Background: an optimization exercise with open tools, aiming at small area. Do not read the settings as production practice.
In this exercise RTL edits were held to simulation tests only and were not proved equivalent to the original.
Power and IR drop assume default switching activity. The clock port is modelled as an ideal driver; clocking choices that lean on that would not hold on a real chip.

[flow/constraint.sdc]
create_clock -name core_clock -period 7.0 [get_ports {clk}]
set_input_delay 1.4000 -clock core_clock [delete_from_list [all_inputs] [get_ports {clk}]]
set_output_delay 1.4000 -clock core_clock [all_outputs]
set_load 0.01 [all_outputs]
[flow/flow/run.sh]
#!/bin/bash
# Layout flow: the standard ORFS flow (standard.sh) with these changes, none of which
# touches the registers, the constraints or the measurement:
#  - synthesis maps the logic with an area-oriented ABC script (flow/abc_area.script, used
#    through a copy of the ORFS scripts folder); registers are mapped before ABC runs, so
#    they are exactly the standard synthesis's;
#  - the buffers ABC inserted are removed before placement;
#  - every port still gets a buffer, made from the smallest buffer cell (buf_1);
#  - pins may sit one routing track apart, so a small die holds all 1132 ports;
#  - the clock tree uses clkbuf_16 leaves driving up to 30 registers each, with no dummy loads.
# Each tool's full output goes to ORFS's per-step logs under orfs/logs/ and to the *.log
# files written here.
set -e
rm -rf scripts_abc
cp -r "$FLOW_HOME/scripts" scripts_abc
cp flow/abc_area.script scripts_abc/abc_area.script
export BUFFER_PORTS_ARGS="-buffer_cell sky130_fd_sc_hd__buf_1"
export PLACE_PINS_ARGS="-min_distance 1 -min_distance_in_tracks"
export REMOVE_ABC_BUFFERS=1
export CTS_ARGS="-sink_clustering_enable -repair_clock_nets -dont_use_dummy_load -buf_list sky130_fd_sc_hd__clkbuf_16 -sink_clustering_size 30 -sink_clustering_max_diameter 95"
bash standard.sh ABC_AREA=1 SCRIPTS_DIR="$(pwd)/scripts_abc" synth > standard_synth.log 2>&1
bash standard.sh > standard.log 2>&1
[flow/config.mk]
export PLATFORM = sky130hd
export DESIGN_NAME = ram_burst_ctrl
export DESIGN_NICKNAME = ram_burst_ctrl
export VERILOG_FILES = /design/flow/design.v
export SDC_FILE = /design/flow/constraint.sdc
export NUM_CORES = 4
export LEC_CHECK = 0
export CAP_MARGIN = 10
export CORE_AREA = 4 4 181 181
export DIE_AREA = 0 0 185 185
export SLEW_MARGIN = 10
[flow/standard.sh]
#!/bin/bash
# synth_recipe.tcl (not shown) runs the flow's synth.tcl, then flattens the netlist and writes it again
# the make line also repeats each setting of config.mk as NAME=value (left out here)
make -C /OpenROAD-flow-scripts/flow DESIGN_CONFIG=/design/flow/config.mk WORK_HOME=/design/flow/orfs CLKGATE_MAP_FILE= SYNTH_SCRIPT=/design/flow/synth_recipe.tcl "${@:-finish}"
[flow/flow/abc_area.script]
&get -n
&st
&dch
&nf -a
&st
&syn2
&dch
&nf -a
&put
[flow/design.v]
module ram_burst_ctrl #(
  parameter int DATA_W = 32,
  parameter int ADDR_W = 9,
  parameter int BURST  = 16
) (
  input  logic                       clk,
  input  logic                       rst,
  input  logic                       cmd_valid,
  output logic                       cmd_ready,
  input  logic                       cmd_we,
  input  logic [ADDR_W-1:0]          cmd_addr,
  input  logic [5:0]                 cmd_len,
  input  logic                       wr_valid,
  output logic                       wr_ready,
  input  logic [DATA_W-1:0]          wr_data,
  output logic                       rd_valid,
  input  logic                       rd_ready,
  output logic [DATA_W-1:0]          rd_data,
  output logic                       rd_last,
  output logic                       busy,
  output logic                       done,
  output logic                       err,
  output logic                       ram_we,
  output logic [ADDR_W-1:0]          ram_addr,
  output logic [$clog2(BURST)-1:0]   ram_cnt,
  output logic [DATA_W*BURST-1:0]    ram_wdata,
  input  logic [DATA_W*BURST-1:0]    ram_rdata
);
  localparam logic [2:0] S_IDLE   = 3'd0;
  localparam logic [2:0] S_WFILL  = 3'd2;
  localparam logic [2:0] S_WBURST = 3'd6;
  localparam logic [2:0] S_RISSUE = 3'd1;
  localparam logic [2:0] S_RWAIT  = 3'd3;
  localparam logic [2:0] S_RDRAIN = 3'd5;
  logic [2:0]        r_state;
  logic [ADDR_W:0]   r_addr;    
  logic [5:0]        r_left;    
  logic [3:0]        r_idx;     
  logic              r_ended;   
  logic              r_err;
  logic [DATA_W-1:0] r_wbuf [BURST-1];
  logic [DATA_W-1:0] r_wlast;
  function automatic logic [4:0] f_inc4(input logic [3:0] x, input logic ci);
    logic c;
    c = ci;
    for (int i = 0; i < 4; i++) begin
      f_inc4[i] = x[i] ^ c;
      c = c & x[i];
    end
    f_inc4[4] = c;
  endfunction
  function automatic logic [5:0] f_inc6(input logic [5:0] x, input logic ci);
    logic c;
    c = ci;
    for (int i = 0; i < 6; i++) begin
      f_inc6[i] = x[i] ^ c;
      c = c & x[i];
    end
  endfunction
  function automatic logic [5:0] f_dec6(input logic [5:0] x, input logic bi);
    logic b;
    b = bi;
    for (int i = 0; i < 6; i++) begin
      f_dec6[i] = x[i] ^ b;
      b = b & ~x[i];
    end
  endfunction
  logic w_idle, w_fill, w_drain, w_wburst, w_accept;
  logic w_wr_hs, w_rd_hs, w_hs, w_last, w_wdone, w_idx15, w_chunk_end;
  logic w_cmd_oor, w_cnt_clamp;
  logic [4:0]      w_lo_inc;
  logic [ADDR_W:0] w_addr_inc;
  logic [3:0]      w_cnt;
  assign w_idle      = (r_state == S_IDLE);
  assign w_fill      = (r_state == S_WFILL);
  assign w_drain     = (r_state == S_RDRAIN);
  assign w_wburst    = (r_state == S_WBURST);
  assign w_accept    = w_idle && cmd_valid;
  assign w_wr_hs     = w_fill && wr_valid;
  assign w_rd_hs     = w_drain && rd_ready;
  assign w_hs        = w_wr_hs || w_rd_hs;
  assign w_last      = (r_left == '0);
  assign w_wdone     = r_left[5] && r_left[4];
  assign w_idx15     = (r_idx == 4'd15);
  assign w_chunk_end = w_idx15 || w_last;
  assign w_lo_inc   = f_inc4(r_addr[3:0], w_rd_hs);
  assign w_addr_inc = {f_inc6(r_addr[ADDR_W:4], w_lo_inc[4] | r_ended), w_lo_inc[3:0]};
  always_comb begin
    logic c;
    c = 1'b0;
    for (int i = 0; i < 6; i++) c = (cmd_addr[i] & cmd_len[i]) | (c & cmd_addr[i]) | (c & cmd_len[i]);
    w_cmd_oor = c & (&cmd_addr[8:6]);
  end
  always_ff @(posedge clk) begin
    if (rst) begin
      r_state <= S_IDLE;
      r_ended <= 1'b0;
      r_err   <= 1'b0;
    end else begin
      r_ended <= w_wburst || (w_rd_hs && w_last);
      case (r_state)
        S_IDLE: begin
          if (cmd_valid) begin
            r_err   <= w_cmd_oor;
            r_state <= cmd_we ? S_WFILL : S_RISSUE;
          end
        end
        S_WFILL:  if (wr_valid && w_chunk_end) r_state <= S_WBURST;
        S_WBURST: begin
          r_state <= w_wdone ? S_IDLE : S_WFILL;
        end
        S_RISSUE: r_state <= S_RWAIT;
        S_RWAIT:  r_state <= S_RDRAIN;
        S_RDRAIN: begin
          if (rd_ready) begin
            if (w_last) begin
              r_state <= S_IDLE;
            end else if (w_idx15) begin
              r_state <= S_RISSUE;
            end
          end
        end
        default: r_state <= S_IDLE;
      endcase
    end
  end
  always_ff @(posedge clk) begin
    r_addr <= w_accept ? {1'b0, cmd_addr} : w_addr_inc;
    r_left <= w_accept ? cmd_len : f_dec6(r_left, w_hs);
    r_idx  <= w_accept ? 4'd0 : f_inc4(r_idx, w_hs);
  end
  generate
    for (genvar gi = 0; gi < BURST - 1; gi++) begin : g_word
      always_ff @(posedge clk)
        if (w_wr_hs && (r_idx == gi)) r_wbuf[gi] <= wr_data;
      assign ram_wdata[gi*DATA_W +: DATA_W] = r_wbuf[gi];
    end
  endgenerate
  always_ff @(posedge clk) r_wlast <= wr_data;
  assign ram_wdata[(BURST-1)*DATA_W +: DATA_W] = r_wlast;
  assign w_cnt = {r_idx[3] ^ ~(r_idx[2] | r_idx[1] | r_idx[0]), r_idx[2] ^ ~(r_idx[1] | r_idx[0]),
                  ~(r_idx[1] ^ r_idx[0]), ~r_idx[0]};
  always_comb begin
    logic c;
    c = 1'b0;
    for (int i = 0; i < 4; i++) c = (r_addr[i] & w_cnt[i]) | (c & (r_addr[i] | w_cnt[i]));
    w_cnt_clamp = c & (&r_addr[ADDR_W-1:4]) & w_wburst;
  end
  assign cmd_ready = w_idle;
  assign busy      = !w_idle;
  assign wr_ready  = w_fill;
  assign rd_valid  = w_drain;
  assign rd_data   = r_addr[ADDR_W] ? '0 : ram_rdata[DATA_W-1:0];
  assign rd_last   = w_last;
  assign done      = w_idle && r_ended;
  assign err       = r_err;
  assign ram_we    = w_wburst && !r_addr[ADDR_W];
  assign ram_addr  = w_addr_inc[ADDR_W-1:0];
  assign ram_cnt   = w_cnt_clamp ? ~r_addr[3:0] : (w_cnt & {4{w_wburst}});
endmodule
==> results of run 1 <==
-- state kept, by name, summed over array words and instances (netlist names) --
name / cells
r_ended: 1
r_state: 3
r_idx: 4
r_wlast: 32
r_left: 6
r_addr: 10
r_wbuf: 480
r_err: 1
-- area by class of cell --
class,count,area (µm²)
clock buffer,21,525.5
multi-input combinational,172,1282
tap,396,495.5
sequential,537,15560
inverter,8,30.03
fill,2219,10290
timing repair buffer,665,2556
antenna,4,10.01
-- where the power goes --
| group | internal, mW | switching [mW] |
|---|---|---|
| sequential | 3.59 | 0.0617 |
| combinational | 0.137 | 0.323 |
| clock | 0.544 | 0.865 |
| total | 4.27 | 1.25 |
-- Yosys cell counts, drive strengths merged, types with 2 or more instances --
cell and n:
dfxtp 57, a21oi 4, a211oi 2, clkinv 8, o21ai 11, nand2b 7, mux2 9, nor2 18
mux2i 3, and2 4, nor3 9, or2 4, ha 21, nor2b 37, buf 9, xnor2 3
nand2 19, and3 2, edfxtp 480
-- routing by layer --
metal  routed length, µm  track usage, %  vias to the layer above
met5                  32          0.1429                        -
met4                5211           22.05                        4
met3                8926           18.42                      167
met2               26590           50.82                      782
met1               19790           39.65                     5096
li1                    -               -                     4115
-- how the worst max path moves through the flow --
stage / start / end / slack [ns] / depth (start not counted)
after floorplan: rd_ready / ram_addr[8] / 2.17 / 11
after global placement: rd_ready / ram_addr[8] / 1.78 / 13
after detailed placement: rd_ready / ram_addr[8] / 1.77 / 13
after CTS: rd_ready / ram_addr[8] / 1.77 / 13
after global routing: rd_ready / ram_addr[8] / 1.65 / 13
final: rd_ready / ram_addr[8] / 1.77 / 13
-- cells by family (layout without fill, tap and decap cells) --
family	count (synthesis)	count (layout)	share of synthesized area [%]
flops	537	537	92.41
simple gates	106	106	3.345
compound gates	29	29	1.115
fa+ha+maj	21	21	1.561
buf+inv	17	694	0.5798
mux	12	12	0.7805
xor+xnor	4	4	0.2082
other cells	0	4	0
-- per-stage QoR --
stage	hold slack (ns)	cell area [µm²]	cells	utilization (%)
6_report	0.4845	20460	1803	66.52
2_1_floorplan	0.4847	16760	717	-
4_1_cts	0.4887	20440	1799	66.49
3_3_place_gp	0.4622	19920	1778	64.78
3_5_place_dp	0.4733	19920	1778	64.78
5_1_grt	0.5398	20450	1800	66.50
-- worst max-delay path, stage by stage --
cell    delay, ns
buf_1        0.08
and2_0       0.22
ha_1         0.22
ha_1         0.18
ha_1         0.18
ha_1         0.16
or2_0        0.20
ha_1         0.19
ha_1         0.18
ha_1         0.17
ha_1         0.17
ha_1         0.29
buf_1        0.19
==> results.tsv, run 1 <==
stage	metric	value	unit
synth	async set-reset flop share out of synthesis	0	%
detailed_routing	post-DR wirelength/cell	33.59	µm
worst_hold_path	hold wc startpoint	r_err	
timing	Slew @ Worst Pin	1.007	ns
setup_path	Setup Crit Path Kind	input pin to output port	
detailed_routing	Final ANT Viol Nets	0	
floorplanning	Die H	185	µm
clocking	Post-CTS Hold Buffers	0	
timing	Slew HR	32.86	%
detailed_routing	routed wire length	60550	µm
floorplanning	core area	30750	µm²
synth	Yosys cell types	38	
timing	Final setup viols	0	
synth	Mapped Area	16830	µm²
global_route	largest net degree at the start of global routing	35	
synth	Yosys top cell by area	edfxtp_1	
power_and_ir_drop	maximum VDD drop	0.1881	mV
detailed_routing	vias post-DR	10160	
synth	warning count from the yosys run	2	
power_and_ir_drop	Final Power	5.519	mW
timing	final worst path period share	74.77	%
final_layout	fraction of layout cells with a size suffix above 1	3.778	%
place	DPL Wire Length	44260	µm
setup_path	CP max FO	3	
run	max-cap viol count	0	
clocking	clock sinks	537	
clocking	CTS Buffer Depth	3	
synth	share of the synthesized area in the top cell type	85.63	%
floorplanning	Starting Density	54.74	%
setup_path	Critical Path RT	5.60	ns
clocking	CTS tree	done	
clocking	clk latency of the worst-skew pair	0.55	ns
worst_hold_path	Hold EP	r_err	
timing	maximum clock frequency	191.1	MHz
power_and_ir_drop	Leak	6.452	nW
synth	flops & latches, synth	537	
detailed_routing	DR vias/cell	5.637	
global_route	vias in the first global route	9930	
timing	fin crit period	5.234	ns
floorplanning	total die area	34230	µm²
synth	number of synthesized flops with an enable pin	480	
synth	top post-synthesis cells by area	edfxtp_1 (86%), dfxtp_1 (6.8%), ha_1 (1.6%), nor2b_1 (1.4%), mux2_1 (0.60%)	
global_route	GRT Resource Usage Total	34.51	%
power_and_ir_drop	Power Density	269.8	nW/µm²
detailed_routing	DRT Pass-1 Iters	5	
timing	Final WS setup	1.766	ns
worst_hold_path	Hold WC Path Type	flip-flop to flip-flop	
clocking	clock tree root buffer cell	clkbuf_16	
global_route	antenna violations before repair	3	
global_route	total gr overflow	0	
detailed_routing	drc violations	0	
global_route	first-pass GRT wire length	80830	µm
synth	Synth Flop Type	edfxtp_1	
clocking	Post-CTS Setup Inserts	0	
timing	TNS Setup	0	ns
setup_path	Worst R2R Path Depth	13	
final_layout	leading cell type in the layout, fill and taps excluded	buf_1	
floorplanning	# IOs	1130	
synth	sequential fraction of the synthesis area	92.41	%
place	pre-CTS setup slack	1.774	ns
floorplanning	# rows	64	
clocking	clock-pin slew on the worst setup and hold paths	0.11	ns
setup_path	Reg2Reg Capture Point	r_addr[8]	
run_status	status	finished clean	
setup_path	Worst R2R Start	r_state[1]	
final_layout	area growth from synthesis to layout	21.53	%
final_layout	nets@finish	1991	
synth	cells after synthesis	726	
clocking	CTS H-tree depth	1	
timing	Layout Skew	0.01922	ns
setup_path	CP Capture Type	output port	
final_layout	most frequent cells in the layout	buf_1 (649), edfxtp_1 (480), dfxtp_1 (56)	
clocking	clock buffer count from CTS	21	
worst_hold_path	Hold Path Stages	2	
detailed_routing	DRT iter0 DRCs	961	
timing	RSZ-0062 raised after global routing	no	
timing	Pins Over Slew Limit	0	
timing	final hold violation count	0	
place	GP Congestion	1.004	
place	port bufs	649	
setup_path	Worst Path Arrival	3.83	ns
synth	Mean Syn Cell Area	23.19	µm²
floorplanning	Chip Width	185	µm
clocking	# resized after CTS	0	
setup_path	reg2reg setup slack	3.79	ns
setup_path	startpoint class of the critical path	input pin	
==> run 2, diff against run 1 <==
==> flow/flow/abc_area.script (replaced) <==
&get -n
&st
&dch -f
&nf -a -R 1000
&put
==> run 2 against run 1 <==
Combinational power grew 16%. Highest routed layer is now met4. Register-to-register slack gained 0.13 ns. Still clean. Largest power group unchanged. Routed wire length grew 0.81%. Critical endpoint unchanged.
==> results.tsv, run 2 <==
stage	metric	value	unit	change
synth	async set-reset flop share out of synthesis	0	%	unchanged
floorplanning	# rows	64		unchanged
timing	RSZ-0062 raised after global routing	no		unchanged
global_route	GRT Resource Usage Total	34.55	%	was 34.51%
setup_path	Setup Crit Path Kind	input pin to output port		unchanged
detailed_routing	DR vias/cell	5.723		was 5.637
synth	flops & latches, synth	537		unchanged
synth	warning count from the yosys run	2		unchanged
clocking	clock-pin slew on the worst setup and hold paths	0.10	ns	was 0.11 ns
clocking	clk latency of the worst-skew pair	0.55	ns	about the same
worst_hold_path	Hold Path Stages	2		unchanged
final_layout	nets@finish	1990		was 1,991
timing	Slew HR	14.63	%	was 32.86%
setup_path	CP Capture Type	output port		unchanged
place	port bufs	649		unchanged
clocking	Post-CTS Hold Buffers	0		unchanged
synth	top cells by count, synth	edfxtp_1 (480), dfxtp_1 (57), nor2b_1 (38)		was edfxtp_1 (480), dfxtp_1 (57), nor2b_1 (37)
floorplanning	Die H	185	µm	unchanged
floorplanning	Starting Density	54.64	%	was 54.74%
final_layout	largest registers	r_wbuf x480, r_wlast x32, r_addr x10		unchanged
clocking	Post-CTS Setup Inserts	0		unchanged
detailed_routing	Final ANT Viol Nets	0		unchanged
power_and_ir_drop	Clock Power Share	25.0	%	was 25.5%
final_layout	most frequent cells in the layout	buf_1 (649), edfxtp_1 (480), dfxtp_1 (57)		was buf_1 (649), edfxtp_1 (480), dfxtp_1 (56)
global_route	largest net degree at the start of global routing	35		unchanged
setup_path	CP max FO	3		unchanged
power_and_ir_drop	switching share of power	23.07	%	was 22.64%
run_status	status	finished clean		unchanged
detailed_routing	drc violations	0		unchanged
synth	count leader, synth	edfxtp_1		unchanged
power_and_ir_drop	Leak	6.428	nW	was 6.452 nW
clocking	CTS Buffer Depth	3		unchanged
global_route	first-pass GRT wire length	80070	µm	was 80,830 µm
floorplanning	total die area	34230	µm²	unchanged
timing	Layout Skew	0.02422	ns	was 0.01922 ns
timing	TNS Setup	0	ns	unchanged
synth	number of synthesized flops with an enable pin	480		unchanged
timing	Final setup viols	0		unchanged
worst_hold_path	Hold WC Path Type	flip-flop to flip-flop		unchanged
synth	cells after synthesis	724		was 726
setup_path	CP Launch Point	rd_ready		unchanged
clocking	CTS H-tree depth	1		unchanged
global_route	antenna violations before repair	1		was 3
power_and_ir_drop	Sw Pwr	1.289	mW	was 1.250 mW
setup_path	reg2reg setup slack	3.92	ns	was 3.79 ns
global_route	vias in the first global route	9830		was 9,930
timing	maximum clock frequency	191.5	MHz	was 191.1 MHz
setup_path	Worst R2R Start	r_state[0]		was r_state[1]
place	GP Congestion	0.9405		was 1.004
setup_path	Reg2Reg Capture Point	r_addr[8]		unchanged
detailed_routing	post-DR wirelength/cell	33.92	µm	was 33.59 µm
final_layout	max reg flops	480		unchanged
final_layout	leading cell type in the layout, fill and taps excluded	buf_1		unchanged
synth	Yosys top cell by area	edfxtp_1		unchanged
setup_path	Worst Path Arrival	3.82	ns	was 3.83 ns
detailed_routing	routed wire length	61050	µm	was 60,550 µm
clocking	# resized after CTS	0		unchanged
power_and_ir_drop	Power Density	273.5	nW/µm²	was 269.8 nW/µm²
timing	Slew @ Worst Pin	1.279	ns	was 1.007 ns
timing	final worst path period share	74.60	%	was 74.77%
synth	share of the synthesized area in the top cell type	85.78	%	was 85.63%
final_layout	area growth from synthesis to layout	21.57	%	was 21.53%
power_and_ir_drop	Reg power frac	65.4	%	was 66.1%
floorplanning	Chip Width	185	µm	unchanged
place	DPL Wire Length	44810	µm	was 44,260 µm
setup_path	startpoint class of the critical path	input pin		unchanged
clocking	CTS tree	done		unchanged
power_and_ir_drop	Internal	4.297	mW	was 4.270 mW
global_route	total gr overflow	0		unchanged
power_and_ir_drop	Comb pwr share	9.5	%	was 8.3%
setup_path	CP Capture Point	ram_addr[8]		unchanged
synth	Mapped Area	16800	µm²	was 16,830 µm²
final_layout	fraction of layout cells with a size suffix above 1	3.780	%	was 3.778%
synth	Synth Flop Type	edfxtp_1		unchanged
detailed_routing	DRT Pass-1 Iters	5		unchanged
clocking	clock sinks	537		unchanged
detailed_routing	vias post-DR	10300		was 10,160
synth	top post-synthesis cells by area	edfxtp_1 (86%), dfxtp_1 (6.8%), ha_1 (1.6%), nor2b_1 (1.4%), mux2_1 (0.60%)		unchanged
clocking	clock tree root buffer cell	clkbuf_16		unchanged
detailed_routing	DRT iter0 DRCs	962		was 961
setup_path	Critical Path RT	5.60	ns	about the same
setup_path	Worst R2R Path Depth	13		unchanged
floorplanning	core area	30750	µm²	unchanged
synth	Mean Syn Cell Area	23.21	µm²	was 23.19 µm²
power_and_ir_drop	maximum VDD drop	0.2263	mV	was 0.1881 mV
final_layout	Biggest register	r_wbuf		unchanged
synth	sequential fraction of the synthesis area	92.58	%	was 92.41%
clocking	clock buffer count from CTS	21		unchanged
run	max-cap viol count	0		unchanged
timing	fin crit period	5.222	ns	was 5.234 ns
synth	Yosys cell types	31		was 38
final_layout	Util after Layout	66.43	%	was 66.52%
floorplanning	# IOs	1130		unchanged
timing	final hold violation count	0		unchanged
timing	Pins Over Slew Limit	0		unchanged
run 2: changes by cell type after synthesis, moves of 2 or more:
cell / delta
o21ai_0: +5
mux2i_1: -3
nand4_1: +3
nor3_1: -3
a22oi_1: +2
maj3_1: +2
nand2_1: -2
nand2b_1: -2
or2_0: -2
run 2: metrics by stage:
step	setup WS, ns	cells	hold WS (ns)	power (mW)	area, µm²
floorplan	2.157	715	0.4847	3.985	16730
global placement	1.806	1777	0.4564	4.241	19900
detailed placement	1.780	1777	0.4840	4.246	19900
CTS	1.776	1798	0.4995	5.599	20420
global route	1.661	1798	0.5046	5.798	20420
finish	1.778	1800	0.4963	5.586	20430
run 2: worst max-delay path, cell delays in order:
cell and delay (ns):
buf_1 0.09, and3_1 0.22, ha_1 0.20, ha_1 0.18, ha_1 0.18, ha_1 0.16
or2_0 0.20, ha_1 0.19, ha_1 0.18, ha_1 0.18, ha_1 0.18, ha_1 0.28
buf_1 0.18
run 2: worst min-delay path by stage:
stage | from | end | slack [ns]
after floorplan | r_err | r_err | 0.48
after global placement | r_err | r_err | 0.46
after detailed placement | r_err | r_err | 0.48
after CTS | r_err | r_err | 0.50
after global routing | r_err | r_err | 0.50
final | r_err | r_err | 0.50
run 2: area by class of cell:
type                    count  area [µm²]
clock buffers              21       525.5
flip-flops and latches    537       15550
multi-input cells         169        1249
inverters                   9       33.78
diodes                      2       5.005
well taps                 396       495.5
repair buffers            666        2564
fillers                  2196       10320
run 2: power by group through the flow:
stage / sequential, mW / combinational (mW) / clock, mW
2_1_floorplan: 3.74 / 0.248 / 0
3_3_place_gp: 3.72 / 0.517 / 0
3_5_place_dp: 3.73 / 0.519 / 0
4_1_cts: 3.65 / 0.523 / 1.42
5_1_grt: 3.67 / 0.577 / 1.55
6_report: 3.65 / 0.532 / 1.40
run 2: per-layer routing:
metal | wire length (µm) | vias up | GRT usage [%]
met5 | 0 | - | 0
met4 | 5662 | 0 | 23.78
met3 | 9273 | 171 | 18.22
met2 | 26630 | 851 | 51.01
met1 | 19490 | 5159 | 38.91
li1 | - | 4121 | -
run 2: logic make-up (layout without fill, tap and decap cells):
kind of cell | after synthesis | after routing | share of synthesized area, %
mux | 9 | 9 | 0.6032
simple gates | 101 | 101 | 3.195
buf+inv | 18 | 696 | 0.6031
xor+xnor | 5 | 5 | 0.2607
fa+ha+maj | 23 | 23 | 1.683
other cells | 0 | 2 | 0
compound gates | 31 | 31 | 1.080
flops | 537 | 537 | 92.58
==> run 3, diff against run 2 <==
==> flow/flow/abc_area.script (replaced) <==
strash
dch
amap
topo
==> run 3 against run 2 <==
Largest power group unchanged. Die area is the same. Non-clock buffer count decreased by 1. Still clean on timing, DRC and antenna. Clock-buffer cell count did not move. Power up 0.58%. Critical path depth fell by 4. Synthesized area barely moved. Largest cell class unchanged. Highest routed layer is now met5. Maximum frequency grew 0.49%.
==> results.tsv, run 3 <==
stage	metric	value	unit	change
setup_path	startpoint class of the critical path	flip-flop		was input pin
timing	final hold violation count	0		unchanged
floorplanning	Die H	185	µm	unchanged
clocking	CTS Buffer Depth	3		unchanged
clocking	clock-pin slew on the worst setup and hold paths	0.10	ns	about the same
timing	fin crit period	5.197	ns	was 5.222 ns
final_layout	nets@finish	2003		was 1,990
place	GP Congestion	0.9846		was 0.9405
floorplanning	# rows	64		unchanged
final_layout	fraction of layout cells with a size suffix above 1	3.675	%	was 3.780%
detailed_routing	vias post-DR	10390		was 10,300
place	port bufs	649		unchanged
clocking	CTS H-tree depth	1		unchanged
power_and_ir_drop	switching share of power	23.55	%	was 23.07%
floorplanning	# IOs	1130		unchanged
detailed_routing	Final ANT Viol Nets	0		unchanged
timing	final worst path period share	74.24	%	was 74.60%
synth	Mean Syn Cell Area	22.75	µm²	was 23.21 µm²
power_and_ir_drop	Comb pwr share	9.9	%	was 9.5%
synth	count leader, synth	edfxtp_1		unchanged
clocking	# resized after CTS	0		unchanged
setup_path	CP max FO	6		was 3
timing	Slew HR	34.02	%	was 14.63%
place	pre-CTS setup slack	1.803	ns	was 1.780 ns
timing	Slew @ Worst Pin	0.9898	ns	was 1.279 ns
synth	flops & latches, synth	537		unchanged
setup_path	Critical Path RT	5.60	ns	about the same
timing	Final setup viols	0		unchanged
place	DPL Wire Length	46270	µm	was 44,810 µm
global_route	antenna violations before repair	4		was 1
clocking	clock buffer count from CTS	21		unchanged
detailed_routing	routed wire length	62250	µm	was 61,050 µm
floorplanning	Chip Width	185	µm	unchanged
setup_path	Worst Path Arrival	3.80	ns	was 3.82 ns
floorplanning	total die area	34230	µm²	unchanged
clocking	CTS tree	done		unchanged
synth	warning count from the yosys run	2		unchanged
final_layout	Biggest register	r_wbuf		unchanged
power_and_ir_drop	Clock Power Share	25.1	%	was 25.0%
power_and_ir_drop	Internal	4.295	mW	was 4.297 mW
final_layout	leading cell type in the layout, fill and taps excluded	buf_1		unchanged
synth	number of synthesized flops with an enable pin	480		unchanged
worst_hold_path	Hold WC Path Type	flip-flop to flip-flop		unchanged
detailed_routing	DR vias/cell	5.728		was 5.723
synth	sequential fraction of the synthesis area	92.67	%	was 92.58%
detailed_routing	post-DR wirelength/cell	34.32	µm	was 33.92 µm
detailed_routing	drc violations	0		unchanged
synth	top cells by count, synth	edfxtp_1 (480), dfxtp_1 (57), nor2b_1 (36)		was edfxtp_1 (480), dfxtp_1 (57), nor2b_1 (38)
detailed_routing	DRT Pass-1 Iters	5		unchanged
global_route	first-pass GRT wire length	82100	µm	was 80,070 µm
clocking	clock tree root buffer cell	clkbuf_16		unchanged
run_status	status	finished clean		unchanged
final_layout	max reg flops	480		unchanged
setup_path	CP Capture Type	output port		unchanged
synth	share of the synthesized area in the top cell type	85.87	%	was 85.78%
timing	maximum clock frequency	192.4	MHz	was 191.5 MHz
global_route	GRT Resource Usage Total	35.43	%	was 34.55%
synth	Mapped Area	16790	µm²	was 16,800 µm²
setup_path	Setup Crit Path Kind	flip-flop to output port		was input pin to output port
timing	Final WS setup	1.803	ns	was 1.778 ns
clocking	clk latency of the worst-skew pair	0.56	ns	was 0.55 ns
timing	Pins Over Slew Limit	0		unchanged
timing	Layout Skew	0.03378	ns	was 0.02422 ns
power_and_ir_drop	maximum VDD drop	0.2003	mV	was 0.2263 mV
synth	async set-reset flop share out of synthesis	0	%	unchanged
timing	RSZ-0062 raised after global routing	no		unchanged
detailed_routing	DRT iter0 DRCs	1083		was 962
global_route	largest net degree at the start of global routing	36		was 35
final_layout	most frequent cells in the layout	buf_1 (649), edfxtp_1 (480), dfxtp_1 (57)		unchanged
floorplanning	Starting Density	54.59	%	was 54.64%
synth	Yosys cell types	25		was 31
timing	TNS Setup	0	ns	unchanged
power_and_ir_drop	Leak	6.423	nW	was 6.428 nW
run	max-cap viol count	0		unchanged
synth	top post-synthesis cells by area	edfxtp_1 (86%), dfxtp_1 (6.8%), ha_1 (1.6%), nor2b_1 (1.3%), nor2_1 (0.67%)		was edfxtp_1 (86%), dfxtp_1 (6.8%), ha_1 (1.6%), nor2b_1 (1.4%), mux2_1 (0.60%)
power_and_ir_drop	Sw Pwr	1.323	mW	was 1.289 mW
final_layout	area growth from synthesis to layout	21.63	%	was 21.57%
synth	Yosys top cell by area	edfxtp_1		unchanged
global_route	total gr overflow	0		unchanged
power_and_ir_drop	Reg power frac	65.0	%	was 65.4%
final_layout	largest registers	r_wbuf x480, r_wlast x32, r_addr x10		unchanged
clocking	clock sinks	537		unchanged
floorplanning	core area	30750	µm²	unchanged
synth	Synth Flop Type	edfxtp_1		unchanged
global_route	vias in the first global route	9864		was 9,830
clocking	Post-CTS Hold Buffers	0		unchanged
synth	cells after synthesis	738		was 724
power_and_ir_drop	Power Density	275.2	nW/µm²	was 273.5 nW/µm²
clocking	Post-CTS Setup Inserts	0		unchanged
run 3: cell count changes after synthesis, moves of 5 or more:
cell,previous run,this run
mux2_1,9,0
nand2b_1,5,0
nor2_1,18,30
nand3_1,1,7
clkinv_1,9,24
a22o_1,0,8
o21ai_0,16,11
run 3: final timing paths:
kind                            slack [ns]        from            end  cells past startpoint
worst max-delay path                  1.80    r_idx[0]     ram_cnt[2]                      9
worst min-delay path                  0.52       r_err          r_err                      2
worst max register to register        3.79  r_state[1]  r_wbuf[8][14]                      5
worst min register to register        0.52       r_err          r_err                      2
run 3: power groups by stage:
stage	Clock, mW	Combinational [mW]	Sequential (mW)
2_1_floorplan	0	0.255	3.74
3_3_place_gp	0	0.541	3.72
3_5_place_dp	0	0.543	3.72
4_1_cts	1.42	0.545	3.65
5_1_grt	1.55	0.602	3.66
6_report	1.41	0.557	3.65
run 3: kinds of logic after synthesis:
logic type | share of synthesized area [%]
and+or+nand+nor | 2.989
buffers and inverters | 0.9392
adders and majority gates | 1.565
DFF | 92.67
AOI/OAI and AO/OA | 1.841
run 3: cell type report:
class                   instances  area, µm²
flip-flops and latches        537      15550
fillers                      2207      10330
repair buffers                665       2556
multi-input cells             168       1187
clock buffers                  21      525.5
well taps                     396      495.5
inverters                      24      90.09
diodes                          3      7.507
run 3: metal layers:
layer	vias to the layer above	GRT usage (%)	routed length [µm]
li1	4162	-	-
met1	5187	41.39	20410
met2	855	51.66	27040
met3	185	18.32	9386
met4	2	23.11	5402
met5	-	0	20
run 3: critical path, stage by stage (launching register included):
cell and delay, ns:
dfxtp_1 0.48, clkinv_1 0.17, ha_1 0.35, or2_0 0.20, a222oi_1 0.28, o22ai_1 0.11, a2111oi_1 0.84, clkinv_1 0.27
o32ai_1 0.33, buf_1 0.24
run 3: through the flow:
step	util, %	total power [mW]	hold slack, ns	cell area, µm²	cells
global placement	64.66	4.261	0.4796	19880	1790
global route	66.40	5.815	0.5630	20420	1814
floorplan	-	3.992	0.4895	16720	729
CTS	66.37	5.620	0.5231	20410	1811
detailed placement	64.66	4.266	0.4965	19880	1790
finish	66.40	5.618	0.5227	20420	1814
==> run 4, diff against run 3 <==
--- a/flow/flow/run.sh
+++ b/flow/flow/run.sh
@@ -18,5 +18,5 @@
 export PLACE_PINS_ARGS="-min_distance 1 -min_distance_in_tracks"
 export REMOVE_ABC_BUFFERS=1
-export CTS_ARGS="-sink_clustering_enable -repair_clock_nets -dont_use_dummy_load -buf_list sky130_fd_sc_hd__clkbuf_16 -sink_clustering_size 30 -sink_clustering_max_diameter 95"
+export CTS_ARGS="-sink_clustering_enable -repair_clock_nets -dont_use_dummy_load -buf_list sky130_fd_sc_hd__clkbuf_16 -sink_clustering_size 30 -sink_clustering_max_diameter 100"
 bash standard.sh ABC_AREA=1 SCRIPTS_DIR="$(pwd)/scripts_abc" synth > standard_synth.log 2>&1
 bash standard.sh > standard.log 2>&1
==> run 4 against run 3 <==
Flip-flop and latch count stayed put. Clock power about the same. Worst setup slack unchanged. Sequential power hardly changed. Clock skew unchanged. Largest cell class unchanged. Global-route usage unchanged. First-iteration DRC count stayed put. Largest power group unchanged. Worst hold slack unchanged. Critical path type unchanged. Combinational power is essentially flat. Routed wire length stayed put.
==> results.tsv, run 4 <==
stage	metric	value	unit	change
setup_path	Setup Crit Path Kind	flip-flop to output port		unchanged
synth	count leader, synth	edfxtp_1		unchanged
setup_path	CP Launch Point	r_idx[0]		unchanged
detailed_routing	DRT Pass-1 Iters	5		unchanged
synth	Yosys top cell by area	edfxtp_1		unchanged
timing	fin crit period	5.197	ns	unchanged
timing	TNS Setup	0	ns	unchanged
clocking	CTS Buffer Depth	3		unchanged
detailed_routing	routed wire length	62250	µm	unchanged
run	max-cap viol count	0		unchanged
synth	async set-reset flop share out of synthesis	0	%	unchanged
power_and_ir_drop	Power Density	275.2	nW/µm²	unchanged
synth	warning count from the yosys run	2		unchanged
setup_path	Worst R2R Start	r_state[1]		unchanged
final_layout	final cell count without fillers	1814		unchanged
clocking	clock sinks	537		unchanged
setup_path	reg2reg setup slack	3.79	ns	about the same
clocking	clock tree root buffer cell	clkbuf_16		unchanged
place	port bufs	649		unchanged
floorplanning	Die H	185	µm	unchanged
place	GP Congestion	0.9846		unchanged
global_route	GRT Resource Usage Total	35.43	%	unchanged
floorplanning	Starting Density	54.59	%	unchanged
floorplanning	total die area	34230	µm²	unchanged
clocking	Post-CTS Setup Inserts	0		unchanged
worst_hold_path	Hold EP	r_err		unchanged
final_layout	Biggest register	r_wbuf		unchanged
floorplanning	# IOs	1130		unchanged
final_layout	max reg flops	480		unchanged
synth	top cells by count, synth	edfxtp_1 (480), dfxtp_1 (57), nor2b_1 (36)		unchanged
synth	Synth Flop Type	edfxtp_1		unchanged
clocking	# resized after CTS	0		unchanged
worst_hold_path	Hold WC Path Type	flip-flop to flip-flop		unchanged
clocking	CTS tree	done		unchanged
setup_path	startpoint class of the critical path	flip-flop		unchanged
run_status	status	finished clean		unchanged
final_layout	area growth from synthesis to layout	21.63	%	unchanged
floorplanning	# rows	64		unchanged
detailed_routing	post-DR wirelength/cell	34.32	µm	unchanged
setup_path	Critical Path RT	5.60	ns	about the same
place	# placed instances	1790		unchanged
global_route	vias in the first global route	9864		unchanged
global_route	antenna violations before repair	4		unchanged
final_layout	leading cell type in the layout, fill and taps excluded	buf_1		unchanged
power_and_ir_drop	Leak	6.423	nW	unchanged
synth	sequential fraction of the synthesis area	92.67	%	unchanged
synth	cells after synthesis	738		unchanged
detailed_routing	DR vias/cell	5.728		unchanged
setup_path	Worst Path Arrival	3.80	ns	about the same
timing	final hold violation count	0		unchanged
worst_hold_path	Hold Path Stages	2		unchanged
synth	top post-synthesis cells by area	edfxtp_1 (86%), dfxtp_1 (6.8%), ha_1 (1.6%), nor2b_1 (1.3%), nor2_1 (0.67%)		unchanged
worst_hold_path	hold wc startpoint	r_err		unchanged
setup_path	CP max FO	6		unchanged
synth	share of the synthesized area in the top cell type	85.87	%	unchanged
detailed_routing	vias post-DR	10390		unchanged
timing	Slew HR	34.02	%	unchanged
synth	Yosys cell types	25		unchanged
timing	RSZ-0062 raised after global routing	no		unchanged
timing	Pins Over Slew Limit	0		unchanged
timing	Slew @ Worst Pin	0.9898	ns	unchanged
detailed_routing	DRT iter0 DRCs	1083		unchanged
detailed_routing	Final ANT Viol Nets	0		unchanged
global_route	first-pass GRT wire length	82100	µm	unchanged
setup_path	Reg2Reg Capture Point	r_wbuf[8][14]		unchanged
timing	final worst path period share	74.24	%	unchanged
power_and_ir_drop	maximum VDD drop	0.2003	mV	unchanged
synth	flops & latches, synth	537		unchanged
place	DPL Wire Length	46270	µm	unchanged
synth	Mapped Area	16790	µm²	unchanged
timing	maximum clock frequency	192.4	MHz	unchanged
setup_path	Worst R2R Path Depth	5		unchanged
final_layout	largest registers	r_wbuf x480, r_wlast x32, r_addr x10		unchanged
global_route	total gr overflow	0		unchanged
floorplanning	Chip Width	185	µm	unchanged
floorplanning	core area	30750	µm²	unchanged
clocking	clock-pin slew on the worst setup and hold paths	0.10	ns	about the same
synth	number of synthesized flops with an enable pin	480		unchanged
clocking	Post-CTS Hold Buffers	0		unchanged
final_layout	fraction of layout cells with a size suffix above 1	3.675	%	unchanged
clocking	clock buffer count from CTS	21		unchanged
final_layout	nets@finish	2003		unchanged
synth	Mean Syn Cell Area	22.75	µm²	unchanged
clocking	CTS H-tree depth	1		unchanged
final_layout	most frequent cells in the layout	buf_1 (649), edfxtp_1 (480), dfxtp_1 (57)		unchanged
timing	Layout Skew	0.03378	ns	unchanged
clocking	clk latency of the worst-skew pair	0.56	ns	about the same
setup_path	CP Capture Type	output port		unchanged
timing	Final setup viols	0		unchanged
detailed_routing	drc violations	0		unchanged
timing	hold slack	0.5227	ns	unchanged
global_route	largest net degree at the start of global routing	36		unchanged
## run 4: power breakdown
group / internal, mW / total (mW) / switching, mW
clock network: 0.544 / 1.41 / 0.866
registers: 3.60 / 3.65 / 0.0562
logic: 0.156 / 0.557 / 0.401
total: 4.30 / 5.62 / 1.32
## run 4: cell type report
class,instances,area [µm²]
sequential,537,15550
fill,2207,10330
timing repair buffer,665,2556
multi-input combinational,168,1187
clock buffer,21,525.5
tap,396,495.5
inverter,24,90.09
antenna,3,7.507
## run 4: how the worst max path moves through the flow
stage | to | depth (start not counted) | slack, ns
after global placement | ram_addr[8] | 14 | 1.81
final | ram_cnt[2] | 9 | 1.80
after CTS | ram_cnt[1] | 9 | 1.59
after global routing | ram_cnt[1] | 9 | 1.41
after floorplan | ram_addr[8] | 12 | 2.23
after detailed placement | ram_addr[8] | 14 | 1.80
## run 4: kinds of logic (layout without fill, tap and decap cells)
| family | after synthesis | in the layout | share of synthesized area (%) |
|---|---|---|---|
| AO/OA/AOI/OAI | 44 | 44 | 1.841 |
| other | 0 | 3 | 0 |
| buffers and inverters | 33 | 710 | 0.9392 |
| flip-flops | 537 | 537 | 92.67 |
| adder cells (fa/ha/maj) | 21 | 21 | 1.565 |
| AND/OR/NAND/NOR | 103 | 103 | 2.989 |
## run 4: through the flow
step	power, mW	setup WS, ns	utilization (%)	area, µm²
4_1_cts	5.620	1.593	66.37	20410
3_3_place_gp	4.261	1.811	64.66	19880
2_1_floorplan	3.992	2.225	-	16720
6_report	5.618	1.803	66.40	20420
5_1_grt	5.815	1.413	66.40	20420
3_5_place_dp	4.266	1.803	64.66	19880
## run 4: critical path, cell delays in order (launching register included)
cell	delay, ns
dfxtp_1	0.48
clkinv_1	0.17
ha_1	0.35
or2_0	0.20
a222oi_1	0.28
o22ai_1	0.11
a2111oi_1	0.84
clkinv_1	0.27
o32ai_1	0.33
buf_1	0.24
## run 4: routing by layer
metal / vias up / wire length (µm) / track usage, %
li1: 4162 / - / -
met1: 5187 / 20410 / 41.39
met2: 855 / 27040 / 51.66
met3: 185 / 9386 / 18.32
met4: 2 / 5402 / 23.11
met5: - / 20 / 0
==> run 5, diff against run 4 <==
--- a/flow/flow/run.sh
+++ b/flow/flow/run.sh
@@ -18,5 +18,5 @@
 export PLACE_PINS_ARGS="-min_distance 1 -min_distance_in_tracks"
 export REMOVE_ABC_BUFFERS=1
-export CTS_ARGS="-sink_clustering_enable -repair_clock_nets -dont_use_dummy_load -buf_list sky130_fd_sc_hd__clkbuf_16 -sink_clustering_size 30 -sink_clustering_max_diameter 100"
+export CTS_ARGS="-sink_clustering_enable -repair_clock_nets -dont_use_dummy_load -buf_list sky130_fd_sc_hd__clkbuf_16 -sink_clustering_size 30 -sink_clustering_max_diameter 85"
 bash standard.sh ABC_AREA=1 SCRIPTS_DIR="$(pwd)/scripts_abc" synth > standard_synth.log 2>&1
 bash standard.sh > standard.log 2>&1
==> run 5 against run 4 <==
Still clean on timing, DRC and antenna. Flip-flop and latch count is the same. Cell count is the same. Critical path depth is the same. Critical endpoint is now ram_cnt[1]. Largest power group unchanged.
==> results.tsv, run 5 <==
stage	metric	value	unit	change
run_status	status	finished clean		unchanged
clocking	CTS H-tree depth	1		unchanged
timing	Slew @ Worst Pin	1.014	ns	was 0.9898 ns
detailed_routing	drc violations	0		unchanged
timing	Final setup viols	0		unchanged
setup_path	Worst Path Arrival	3.78	ns	was 3.80 ns
clocking	CTS tree	done		unchanged
power_and_ir_drop	switching share of power	23.56	%	was 23.55%
power_and_ir_drop	Leak	6.423	nW	unchanged
clocking	clock buffer count from CTS	21		unchanged
place	DPL Wire Length	46270	µm	unchanged
floorplanning	# IOs	1130		unchanged
timing	Pins Over Slew Limit	0		unchanged
timing	TNS Setup	0	ns	unchanged
timing	Slew HR	32.43	%	was 34.02%
timing	final worst path period share	73.96	%	was 74.24%
worst_hold_path	Hold WC Path Type	flip-flop to flip-flop		unchanged
floorplanning	Die H	185	µm	unchanged
power_and_ir_drop	Reg power frac	65.0	%	about the same
global_route	vias in the first global route	9843		was 9,864
floorplanning	total die area	34230	µm²	unchanged
final_layout	Fill cells	2199		was 2,207
global_route	GRT Resource Usage Total	35.48	%	was 35.43%
power_and_ir_drop	Internal	4.295	mW	about the same
synth	top post-synthesis cells by area	edfxtp_1 (86%), dfxtp_1 (6.8%), ha_1 (1.6%), nor2b_1 (1.3%), nor2_1 (0.67%)		unchanged
detailed_routing	post-DR wirelength/cell	34.36	µm	was 34.32 µm
final_layout	final cell count without fillers	1814		unchanged
clocking	clock sinks	537		unchanged
clocking	Post-CTS Setup Inserts	0		unchanged
synth	Synth Flop Type	edfxtp_1		unchanged
worst_hold_path	Hold EP	r_err		unchanged
final_layout	leading cell type in the layout, fill and taps excluded	buf_1		unchanged
worst_hold_path	Hold Path Stages	2		unchanged
synth	share of the synthesized area in the top cell type	85.87	%	unchanged
clocking	clock-pin slew on the worst setup and hold paths	0.11	ns	was 0.10 ns
power_and_ir_drop	Clock Power Share	25.1	%	about the same
synth	async set-reset flop share out of synthesis	0	%	unchanged
clocking	CTS Buffer Depth	3		unchanged
power_and_ir_drop	Power Density	275.2	nW/µm²	about the same
floorplanning	# rows	64		unchanged
synth	flops & latches, synth	537		unchanged
final_layout	Biggest register	r_wbuf		unchanged
synth	Mean Syn Cell Area	22.75	µm²	unchanged
worst_hold_path	hold wc startpoint	r_err		unchanged
synth	Mapped Area	16790	µm²	unchanged
power_and_ir_drop	Sw Pwr	1.324	mW	was 1.323 mW
floorplanning	Chip Width	185	µm	unchanged
clocking	clk latency of the worst-skew pair	0.57	ns	was 0.56 ns
timing	maximum clock frequency	193.1	MHz	was 192.4 MHz
detailed_routing	Final ANT Viol Nets	0		unchanged
setup_path	Setup Crit Path Kind	flip-flop to output port		unchanged
floorplanning	core area	30750	µm²	unchanged
clocking	# resized after CTS	0		unchanged
clocking	clock tree root buffer cell	clkbuf_16		unchanged
final_layout	max reg flops	480		unchanged
setup_path	reg2reg setup slack	3.84	ns	was 3.79 ns
power_and_ir_drop	Comb pwr share	9.9	%	about the same
final_layout	Util after Layout	66.40	%	unchanged
timing	Layout Skew	0.05087	ns	was 0.03378 ns
synth	cells after synthesis	738		unchanged
setup_path	Reg2Reg Capture Point	r_wbuf[8][22]		was r_wbuf[8][14]
detailed_routing	DRT Pass-1 Iters	5		unchanged
place	# placed instances	1790		unchanged
final_layout	fraction of layout cells with a size suffix above 1	3.675	%	unchanged
setup_path	Critical Path RT	5.60	ns	about the same
floorplanning	Starting Density	54.59	%	unchanged
setup_path	startpoint class of the critical path	flip-flop		unchanged
detailed_routing	vias post-DR	10280		was 10,390
detailed_routing	DRT iter0 DRCs	1109		was 1,083
timing	final hold violation count	0		unchanged
power_and_ir_drop	maximum VDD drop	0.2869	mV	was 0.2003 mV
detailed_routing	routed wire length	62330	µm	was 62,250 µm
power_and_ir_drop	Final Power	5.619	mW	was 5.618 mW
setup_path	Worst R2R Start	r_state[1]		unchanged
synth	number of synthesized flops with an enable pin	480		unchanged
place	port bufs	649		unchanged
timing	RSZ-0062 raised after global routing	no		unchanged
setup_path	CP max FO	6		unchanged
detailed_routing	DR vias/cell	5.664		was 5.728
global_route	first-pass GRT wire length	82180	µm	was 82,100 µm
final_layout	nets@finish	2003		unchanged
clocking	Post-CTS Hold Buffers	0		unchanged
synth	sequential fraction of the synthesis area	92.67	%	unchanged
global_route	largest net degree at the start of global routing	36		unchanged
run	max-cap viol count	0		unchanged
timing	fin crit period	5.178	ns	was 5.197 ns
setup_path	Worst R2R Path Depth	5		unchanged
global_route	antenna violations before repair	3		was 4
final_layout	largest registers	r_wbuf x480, r_wlast x32, r_addr x10		unchanged
global_route	total gr overflow	0		unchanged
synth	warning count from the yosys run	2		unchanged
final_layout	area growth from synthesis to layout	21.63	%	unchanged
place	GP Congestion	0.9846		unchanged
synth	count leader, synth	edfxtp_1		unchanged
final_layout	most frequent cells in the layout	buf_1 (649), edfxtp_1 (480), dfxtp_1 (57)		unchanged
synth	Yosys top cell by area	edfxtp_1		unchanged
synth	top cells by count, synth	edfxtp_1 (480), dfxtp_1 (57), nor2b_1 (36)		unchanged
setup_path	CP Capture Type	output port		unchanged
synth	Yosys cell types	25		unchanged
## run 5: cell counts in the layout (fill, tap and decap cells not counted)
Identical to the previous run, type by type.
## run 5: cell families after synthesis
| kind of cell | after synthesis | synth area share (%) |
|---|---|---|
| flops | 537 | 92.67 |
| simple gates | 103 | 2.989 |
| compound gates | 44 | 1.841 |
| buf+inv | 33 | 0.9392 |
| fa+ha+maj | 21 | 1.565 |
## run 5: stage by stage
step | area, µm² | setup slack (ns) | hold WS, ns
after floorplan | 16720 | 2.225 | 0.4895
after global placement | 19880 | 1.811 | 0.4796
after detailed placement | 19880 | 1.803 | 0.4965
after CTS | 20410 | 1.595 | 0.5243
after global routing | 20420 | 1.419 | 0.5647
final | 20420 | 1.822 | 0.5249
## run 5: layer usage
metal / up-vias / part of all wire [%] / track usage (%) / wire length (µm)
met2: 851 / 43 / 52.10 / 27070
met3: 190 / 16 / 18.32 / 9691
met1: 5074 / 32 / 41.50 / 20230
met4: 0 / 8.6 / 22.34 / 5341
met5: - / 0 / 0 / 0
li1: 4160 / - / - / -
## run 5: power groups by stage
stage	Clock (mW)	Sequential [mW]	Combinational [mW]
2_1_floorplan	0	3.74	0.255
3_3_place_gp	0	3.72	0.541
3_5_place_dp	0	3.72	0.543
4_1_cts	1.42	3.65	0.545
5_1_grt	1.55	3.66	0.602
6_report	1.41	3.65	0.556
## run 5: final cells by class
type / instances / area (µm²) / area share [%]
Antenna cell: 3 / 7.507 / 0.03677
Clock buffer: 21 / 525.5 / 2.574
Inverter: 24 / 90.09 / 0.4412
Multi-Input combinational cell: 168 / 1187 / 5.816
Sequential cell: 537 / 15550 / 76.19
Tap cell: 396 / 495.5 / 2.427
Timing Repair Buffer: 665 / 2556 / 12.52
## run 5: worst max-delay path by stage
stage / cells after the start / startpoint / to
CTS: 9 / r_idx[0] / ram_cnt[1]
floorplan: 12 / rd_ready / ram_addr[8]
detailed placement: 14 / rd_ready / ram_addr[8]
global route: 9 / r_idx[0] / ram_cnt[1]
global placement: 14 / rd_ready / ram_addr[8]
finish: 9 / r_idx[0] / ram_cnt[1]
## run 5: worst max-delay path: stages (launching register included)
cell	delay [ns]
dfxtp_1	0.47
clkinv_1	0.17
ha_1	0.35
or2_0	0.20
a222oi_1	0.28
o22ai_1	0.11
a2111oi_1	0.83
clkinv_1	0.27
o32ai_1	0.34
buf_1	0.22
==> run 6, diff against run 5 <==
--- a/flow/flow/run.sh
+++ b/flow/flow/run.sh
@@ -18,4 +18,5 @@
 export PLACE_PINS_ARGS="-min_distance 1 -min_distance_in_tracks"
 export REMOVE_ABC_BUFFERS=1
+export POST_RESIZE_TCL="$(pwd)/flow/downsize.tcl"
 export CTS_ARGS="-sink_clustering_enable -repair_clock_nets -dont_use_dummy_load -buf_list sky130_fd_sc_hd__clkbuf_16 -sink_clustering_size 30 -sink_clustering_max_diameter 85"
 bash standard.sh ABC_AREA=1 SCRIPTS_DIR="$(pwd)/scripts_abc" synth > standard_synth.log 2>&1
==> flow/flow/downsize.tcl (new file) <==
# After repair_design: a gate that repair_design upsized and then buffered anyway may end
# up driving a single load. Give such gates their smallest drive strength back when that
# keeps every slew and capacitance limit met (with margin) under placement parasitics.
proc ds_counts {} {
  estimate_parasitics -placement
  return [list [sta::max_slew_violation_count] [sta::max_capacitance_violation_count] \
            [sta::max_slew_check_slack_limit]]
}
set ds_base [ds_counts]
puts "downsize: before slew/cap violations and worst slew slack ratio: $ds_base"
set ds_saved 0.0
foreach inst [get_cells *] {
  set master [get_property $inst ref_name]
  if {![regexp {^(sky130_fd_sc_hd__[a-z0-9]+)_([0-9]+)$} $master -> base size]} { continue }
  if {$size <= 1} { continue }
  if {[regexp {df|dl|clk|buf|conb|tap|fill|decap|diode} $base]} { continue }
  set small "${base}_1"
  if {[get_lib_cells -quiet */$small] == ""} { continue }
  set outs [get_pins -of_objects $inst -filter "direction == output"]
  set single 1
  foreach o $outs {
    set loads [get_pins -quiet -of_objects [get_nets -of_objects $o] -filter "direction == input"]
    if {[llength $loads] != 1} { set single 0 }
  }
  if {!$single} { continue }
  set name [get_full_name $inst]
  replace_cell $inst [get_lib_cells */$small]
  set now [ds_counts]
  if {[lindex $now 0] > [lindex $ds_base 0] || [lindex $now 1] > [lindex $ds_base 1] ||
      [lindex $now 2] < 0.1} {
    replace_cell [get_cells $name] [get_lib_cells */$master]
    puts "downsize: kept $name $master"
  } else {
    puts "downsize: $name $master -> $small"
  }
}
puts "downsize: after [ds_counts]"
==> run 6 against run 5 <==
Die area unchanged. Final area fell by 0.31%. Largest cell class unchanged. Power about the same. Critical endpoint unchanged. Clock power hardly changed. Flip-flop and latch count unchanged. Routed wire length grew 0.37%. Synthesized cell count stayed put. Clock-buffer cell count unchanged. Maximum frequency down 0.17%. Via count rose by 1.3%.
==> results.tsv, run 6 <==
stage	metric	value	unit	change
timing	Layout Skew	0.03397	ns	was 0.05087 ns
global_route	total gr overflow	0		unchanged
global_route	first-pass GRT wire length	81940	µm	was 82,180 µm
detailed_routing	DRT iter0 DRCs	1176		was 1,109
detailed_routing	routed wire length	62570	µm	was 62,330 µm
setup_path	startpoint class of the critical path	flip-flop		unchanged
timing	final hold violation count	0		unchanged
place	DPL Wire Length	46230	µm	was 46,270 µm
clocking	# resized after CTS	0		unchanged
synth	Yosys cell types	25		unchanged
timing	RSZ-0062 raised after global routing	no		unchanged
setup_path	CP dominant cell by count	clkinv_1		unchanged
floorplanning	# IOs	1130		unchanged
clocking	CTS Buffer Depth	3		unchanged
clocking	clock buffer count from CTS	21		unchanged
timing	fin crit period	5.186	ns	was 5.178 ns
setup_path	CP max stage cell	a2111oi_1		unchanged
setup_path	Critical path buffers and inverters	3		unchanged
global_route	met2 Usage GRT	51.98	%	was 52.10%
setup_path	CP delay by family, top	compound AO/OA/AOI/OAI gates		unchanged
final_layout	leading cell type in the layout, fill and taps excluded	buf_1		unchanged
synth	warning count from the yosys run	2		unchanged
place	port bufs	649		unchanged
timing	Pins Over Slew Limit	0		unchanged
setup_path	Worst R2R Path Depth	5		unchanged
synth	Post-Synth Adder-Cell Area	1.565	%	unchanged
setup_path	CP Capture Type	output port		unchanged
setup_path	cell breakdown of the critical path	clkinv_1 -> ha_1 -> or2_0 -> a222oi_1 -> o22ai_1 -> a2111oi_1 -> clkinv_1 -> o32ai_1 -> buf_1		unchanged
clocking	clock tree root buffer cell	clkbuf_16		unchanged
setup_path	Setup Crit Path Kind	flip-flop to output port		unchanged
synth	top post-synthesis cells by area	edfxtp_1 (86%), dfxtp_1 (6.8%), ha_1 (1.6%), nor2b_1 (1.3%), nor2_1 (0.67%)		unchanged
timing	Final setup viols	0		unchanged
timing	Final WS setup	1.814	ns	was 1.822 ns
setup_path	Worst path max stage delay	0.84	ns	was 0.83 ns
setup_path	Worst Path Arrival	3.79	ns	was 3.78 ns
final_layout	fraction of layout cells with a size suffix above 1	3.039	%	was 3.675%
detailed_routing	DR vias/cell	5.730		was 5.664
synth	post-synthesis xor/xnor area fraction	0	%	unchanged
synth	number of synthesized flops with an enable pin	480		unchanged
floorplanning	# rows	64		unchanged
global_route	Top Usage Layer GRT	met2		unchanged
final_layout	nets@finish	2003		unchanged
global_route	met1 Usage GRT	40.06	%	was 41.50%
place	pre-CTS setup slack	1.822	ns	was 1.803 ns
global_route	largest net degree at the start of global routing	36		unchanged
global_route	vias in the first global route	9812		was 9,843
timing	Slew HR	33.09	%	was 32.43%
power_and_ir_drop	Power Density	275.8	nW/µm²	was 275.2 nW/µm²
clocking	Post-CTS Setup Inserts	0		unchanged
detailed_routing	drc violations	0		unchanged
clocking	Post-CTS Hold Buffers	0		unchanged
synth	Yosys top cell by area	edfxtp_1		unchanged
timing	Slew @ Worst Pin	1.004	ns	was 1.014 ns
global_route	antenna violations before repair	7		was 3
timing	maximum clock frequency	192.8	MHz	was 193.1 MHz
synth	async set-reset flop share out of synthesis	0	%	unchanged
synth	Mapped Area	16790	µm²	unchanged
power_and_ir_drop	Leak	6.423	nW	about the same
final_layout	Fill cells	2209		was 2,199
synth	post-synthesis simple-gate area fraction	2.989	%	unchanged
floorplanning	Chip Width	185	µm	unchanged
final_layout	max reg flops	480		unchanged
synth	sequential fraction of the synthesis area	92.67	%	unchanged
setup_path	Worst path depth	9		unchanged
detailed_routing	Final ANT Viol Nets	0		unchanged
clocking	clock sinks	537		unchanged
final_layout	largest registers	r_wbuf x480, r_wlast x32, r_addr x10		unchanged
detailed_routing	vias post-DR	10410		was 10,280
global_route	GRT Resource Usage Total	35.40	%	was 35.48%
floorplanning	Die H	185	µm	unchanged
run	max-cap viol count	0		unchanged
detailed_routing	DRT Pass-1 Iters	5		unchanged
setup_path	CP max FO	6		unchanged
final_layout	Biggest register	r_wbuf		unchanged
global_route	met3 Use GR	19.68	%	was 18.32%
floorplanning	total die area	34230	µm²	unchanged
timing	final worst path period share	74.09	%	was 73.96%
worst_hold_path	Hold Path Stages	2		unchanged
floorplanning	Starting Density	54.59	%	unchanged
synth	cells after synthesis	738		unchanged
synth	largest family of logic cells by synthesized area	simple AND/OR/NAND/NOR gates		unchanged
worst_hold_path	Hold WC Path Type	flip-flop to flip-flop		unchanged
synth	top cells by count, synth	edfxtp_1 (480), dfxtp_1 (57), nor2b_1 (36)		unchanged
final_layout	area growth from synthesis to layout	21.26	%	was 21.63%
final_layout	most frequent cells in the layout	buf_1 (649), edfxtp_1 (480), dfxtp_1 (57)		unchanged
synth	Mean Syn Cell Area	22.75	µm²	unchanged
synth	Synth Flop Type	edfxtp_1		unchanged
synth	share of the synthesized area in the top cell type	85.87	%	unchanged
synth	multiplexer area fraction after synthesis	0	%	unchanged
power_and_ir_drop	maximum VDD drop	0.3169	mV	was 0.2869 mV
clocking	clk latency of the worst-skew pair	0.56	ns	was 0.57 ns
clocking	CTS tree	done		unchanged
timing	TNS Setup	0	ns	unchanged
synth	post-synthesis compound-gate area fraction	1.841	%	unchanged
clocking	clock-pin slew on the worst setup and hold paths	0.10	ns	was 0.11 ns
run_status	status	finished clean		unchanged
floorplanning	core area	30750	µm²	unchanged
setup_path	Critical Path RT	5.60	ns	about the same
synth	flops & latches, synth	537		unchanged
detailed_routing	post-DR wirelength/cell	34.45	µm	was 34.36 µm
synth	count leader, synth	edfxtp_1		unchanged
place	GP Congestion	0.9846		unchanged
clocking	CTS H-tree depth	1		unchanged
==> run 6: cell types whose count changed in the layout (fill, tap and decap cells not counted), sizes merged <==
| cell | previous run | this run |
|---|---|---|
| diode | 3 | 5 |
==> run 6: worst paths after layout <==
path         startpoint              to  slack (ns)
max            r_idx[0]      ram_cnt[1]        1.81
max reg2reg  r_state[1]  r_wbuf[11][19]        3.89
min               r_err           r_err        0.51
min reg2reg       r_err           r_err        0.51
==> run 6: worst min-delay path: stages (launching register included) <==
cell     delay, ns
dfxtp_1       0.34
a21oi_1       0.06
nor2_1        0.08
==> run 6: where the power goes <==
group	internal [mW]	switching (mW)	leakage, nW
sequential	3.60	0.0566	4.79
clock	0.544	0.864	0.259
combinational	0.155	0.398	1.37
total	4.29	1.32	6.42
==> run 6: metal layers <==
metal  vias up  wire (µm)  share of wire (%)
li1       4168          -                  -
met1      5113      20200                 32
met2       886      26930                 43
met3       230       9788                 16
met4         8       5521                8.8
met5         -        116               0.19
==> run 6: logic make-up after synthesis <==
group | after synthesis
simple gates | 103
flops | 537
compound gates | 44
fa+ha+maj | 21
buf+inv | 33
==> run 6: layout make-up <==
| cell class | instances | area, µm² | area share, % |
|---|---|---|---|
| Antenna cell | 5 | 12.51 | 0.06147 |
| Clock buffer | 21 | 525.5 | 2.582 |
| Tap cell | 396 | 495.5 | 2.434 |
| Timing Repair Buffer | 665 | 2556 | 12.56 |
| Inverter | 24 | 90.09 | 0.4426 |
| Sequential cell | 537 | 15550 | 76.42 |
| Multi-Input combinational cell | 168 | 1120 | 5.502 |
==> run 6: per-stage QoR <==
stage	cell area, µm²	power [mW]	instances	hold WS, ns	utilization [%]
2_1_floorplan	16720	3.992	729	0.4895	-
3_3_place_gp	19880	4.261	1790	0.4796	64.66
3_5_place_dp	19820	4.263	1790	0.4849	64.44
4_1_cts	20340	5.611	1811	0.5100	66.15
5_1_grt	20350	5.803	1814	0.5453	66.18
6_report	20350	5.613	1816	0.5066	66.19
==> run 7, diff against run 6 <==
==> flow/flow/downsize.tcl (replaced) <==
# After repair_design: gates and buffers that repair_design (or ABC) sized up may not need
# it once buffers sit on their long nets. Give each the smallest drive strength that keeps
# every slew and capacitance limit met with margin, and setup slack ample, under placement
# parasitics. Registers and clock cells are left alone.
proc ds_state {} {
  estimate_parasitics -placement
  return [list [sta::max_slew_violation_count] [sta::max_capacitance_violation_count] \
            [sta::max_slew_check_slack_limit] [sta::worst_slack -max]]
}
proc ds_ok {now base} {
  return [expr {[lindex $now 0] <= [lindex $base 0] && [lindex $now 1] <= [lindex $base 1] &&
                [lindex $now 2] >= min([lindex $base 2], 0.1) && [lindex $now 3] >= 1.0}]
}
set ds_base [ds_state]
puts "downsize: before (slew viol, cap viol, worst slew slack ratio, setup wns): $ds_base"
foreach inst [get_cells *] {
  set master [get_property $inst ref_name]
  if {![regexp {^(sky130_fd_sc_hd__[a-z0-9]+)_([0-9]+)$} $master -> base size]} { continue }
  if {$size <= 1} { continue }
  if {[regexp {df|dl|clk|conb|tap|fill|decap|diode} $base]} { continue }
  set name [get_full_name $inst]
  foreach s {1 2} {
    if {$s >= $size} { break }
    set small "${base}_$s"
    if {[get_lib_cells -quiet */$small] == ""} { continue }
    replace_cell [get_cells $name] [get_lib_cells */$small]
    if {[ds_ok [ds_state] $ds_base]} {
      puts "downsize: $name $master -> $small"
      break
    }
    replace_cell [get_cells $name] [get_lib_cells */$master]
  }
}
puts "downsize: after [ds_state]"
==> run 7 against run 6 <==
Still clean. Routed wire length up 0.18%. First-iteration DRC count down 3.8%. Final area down 0.41%. Flip-flop and latch count unchanged. Clock power about the same. Worst setup slack worse by 0.056 ns. Die area unchanged. Critical path type unchanged. Critical endpoint unchanged. Largest power group unchanged. Highest routed layer unchanged.
==> results.tsv, run 7 <==
stage	metric	value	unit	change
run_status	status	finished clean		unchanged
clocking	clk latency of the worst-skew pair	0.56	ns	about the same
detailed_routing	DR vias/cell	5.681		was 5.730
global_route	Top Usage Layer GRT	met2		unchanged
place	DPL Wire Length	46080	µm	was 46,230 µm
synth	flops & latches, synth	537		unchanged
global_route	largest net degree at the start of global routing	36		unchanged
synth	post-synthesis xor/xnor area fraction	0	%	unchanged
synth	post-synthesis compound-gate area fraction	1.841	%	unchanged
final_layout	Util after Layout	65.93	%	was 66.19%
setup_path	CP dominant cell by count	clkinv_1		unchanged
detailed_routing	routed wire length	62680	µm	was 62,570 µm
detailed_routing	DRT iter0 DRCs	1131		was 1,176
timing	Final WS setup	1.757	ns	was 1.814 ns
synth	Mean Syn Cell Area	22.75	µm²	unchanged
place	port bufs	649		unchanged
floorplanning	# rows	64		unchanged
clocking	CTS Buffer Depth	3		unchanged
timing	Slew @ Worst Pin	1.122	ns	was 1.004 ns
global_route	GRT Resource Usage Total	35.72	%	was 35.40%
final_layout	leading cell type in the layout, fill and taps excluded	buf_1		unchanged
global_route	total gr overflow	0		unchanged
global_route	first-pass GRT wire length	82620	µm	was 81,940 µm
power_and_ir_drop	maximum VDD drop	0.2817	mV	was 0.3169 mV
detailed_routing	DRT Pass-1 Iters	7		was 5
synth	multiplexer area fraction after synthesis	0	%	unchanged
floorplanning	Chip Width	185	µm	unchanged
final_layout	max reg flops	480		unchanged
final_layout	area growth from synthesis to layout	20.77	%	was 21.26%
floorplanning	core area	30750	µm²	unchanged
power_and_ir_drop	Final Power	5.617	mW	was 5.613 mW
synth	share of the synthesized area in the top cell type	85.87	%	unchanged
synth	Yosys cell types	25		unchanged
synth	cells after synthesis	738		unchanged
setup_path	Critical Path RT	5.60	ns	about the same
clocking	# resized after CTS	0		unchanged
floorplanning	# IOs	1130		unchanged
detailed_routing	post-DR wirelength/cell	34.55	µm	was 34.45 µm
synth	sequential fraction of the synthesis area	92.67	%	unchanged
setup_path	CP max FO	6		unchanged
floorplanning	Die H	185	µm	unchanged
setup_path	CP Capture Type	output port		unchanged
synth	count leader, synth	edfxtp_1		unchanged
setup_path	cell breakdown of the critical path	clkinv_1 -> ha_1 -> or2_0 -> a222oi_1 -> o22ai_1 -> a2111oi_1 -> clkinv_1 -> o32ai_1 -> buf_1		unchanged
global_route	antenna violations before repair	2		was 7
floorplanning	total die area	34230	µm²	unchanged
final_layout	nets@finish	2003		unchanged
setup_path	CP delay by family, top	compound AO/OA/AOI/OAI gates		unchanged
timing	RSZ-0062 raised after global routing	no		unchanged
synth	Mapped Area	16790	µm²	unchanged
timing	Slew HR	25.21	%	was 33.09%
global_route	met3 Use GR	19.42	%	was 19.68%
clocking	CTS tree	done		unchanged
setup_path	Worst path max stage delay	0.83	ns	was 0.84 ns
final_layout	fraction of layout cells with a size suffix above 1	2.827	%	was 3.039%
clocking	clock buffer count from CTS	21		unchanged
detailed_routing	vias post-DR	10310		was 10,410
timing	fin crit period	5.243	ns	was 5.186 ns
clocking	clock-pin slew on the worst setup and hold paths	0.11	ns	was 0.10 ns
timing	final worst path period share	74.90	%	was 74.09%
detailed_routing	Final ANT Viol Nets	0		unchanged
synth	Synth Flop Type	edfxtp_1		unchanged
timing	maximum clock frequency	190.7	MHz	was 192.8 MHz
setup_path	Setup Crit Path Kind	flip-flop to output port		unchanged
setup_path	Worst Path Arrival	3.84	ns	was 3.79 ns
global_route	met2 Usage GRT	52.53	%	was 51.98%
clocking	clock tree root buffer cell	clkbuf_16		unchanged
synth	Post-Synth Adder-Cell Area	1.565	%	unchanged
timing	Pins Over Slew Limit	0		unchanged
run	max-cap viol count	0		unchanged
synth	top post-synthesis cells by area	edfxtp_1 (86%), dfxtp_1 (6.8%), ha_1 (1.6%), nor2b_1 (1.3%), nor2_1 (0.67%)		unchanged
-- run 7: final timing paths --
path,startpoint,endpoint,depth (start not counted),slack [ns]
setup / recovery,r_idx[0],ram_cnt[1],9,1.76
hold / removal,r_err,r_err,2,0.52
setup reg to reg,r_state[1],r_wbuf[9][23],5,3.55
hold reg to reg,r_err,r_err,2,0.52
-- run 7: logic make-up after synthesis --
logic type / Yosys count
flops: 537
simple gates: 103
compound gates: 44
buf+inv: 33
fa+ha+maj: 21
-- run 7: area by class of cell --
type                            instances  area, µm²
Inverter                               24      90.09
Clock buffer                           21      525.5
Sequential cell                       537      15550
Timing Repair Buffer                  665       2516
Multi-Input combinational cell        168       1082
Fill cell                            2219      10480
Tap cell                              396      495.5
Antenna cell                            3      7.507
-- run 7: report_power, final --
| group | switching, mW | internal [mW] | total, mW |
|---|---|---|---|
| Sequential | 0.0560 | 3.60 | 3.65 |
| Clock | 0.871 | 0.544 | 1.41 |
| Combinational | 0.397 | 0.154 | 0.551 |
-- run 7: layer usage --
layer / share of wire, % / vias up
met5: 0.064 / -
met2: 43 / 850
met4: 8.8 / 2
met1: 33 / 5101
met3: 15 / 187
li1: - / 4165
-- run 7: tightest hold or removal path: stages (launching register included) --
cell,delay [ns]
dfxtp_1,0.35
a21oi_1,0.06
nor2_1,0.08
-- run 7: metrics by stage --
step	area [µm²]	cells	hold WS [ns]
after floorplan	16720	729	0.4895
after detailed placement	19740	1790	0.4913
after global placement	19880	1790	0.4796
after global routing	20270	1812	0.5559
after CTS	20260	1811	0.5181
final	20270	1814	0.5236

Re-timed with assumed drivers on the ports (clkbuf_16 on the clock, buf_2 on other inputs), run 7 has 1.705 ns of setup slack against 1.757 ns with ideal ports, and 1.717 ns once port delays also move by the mid clock arrival of 0.603 ns.
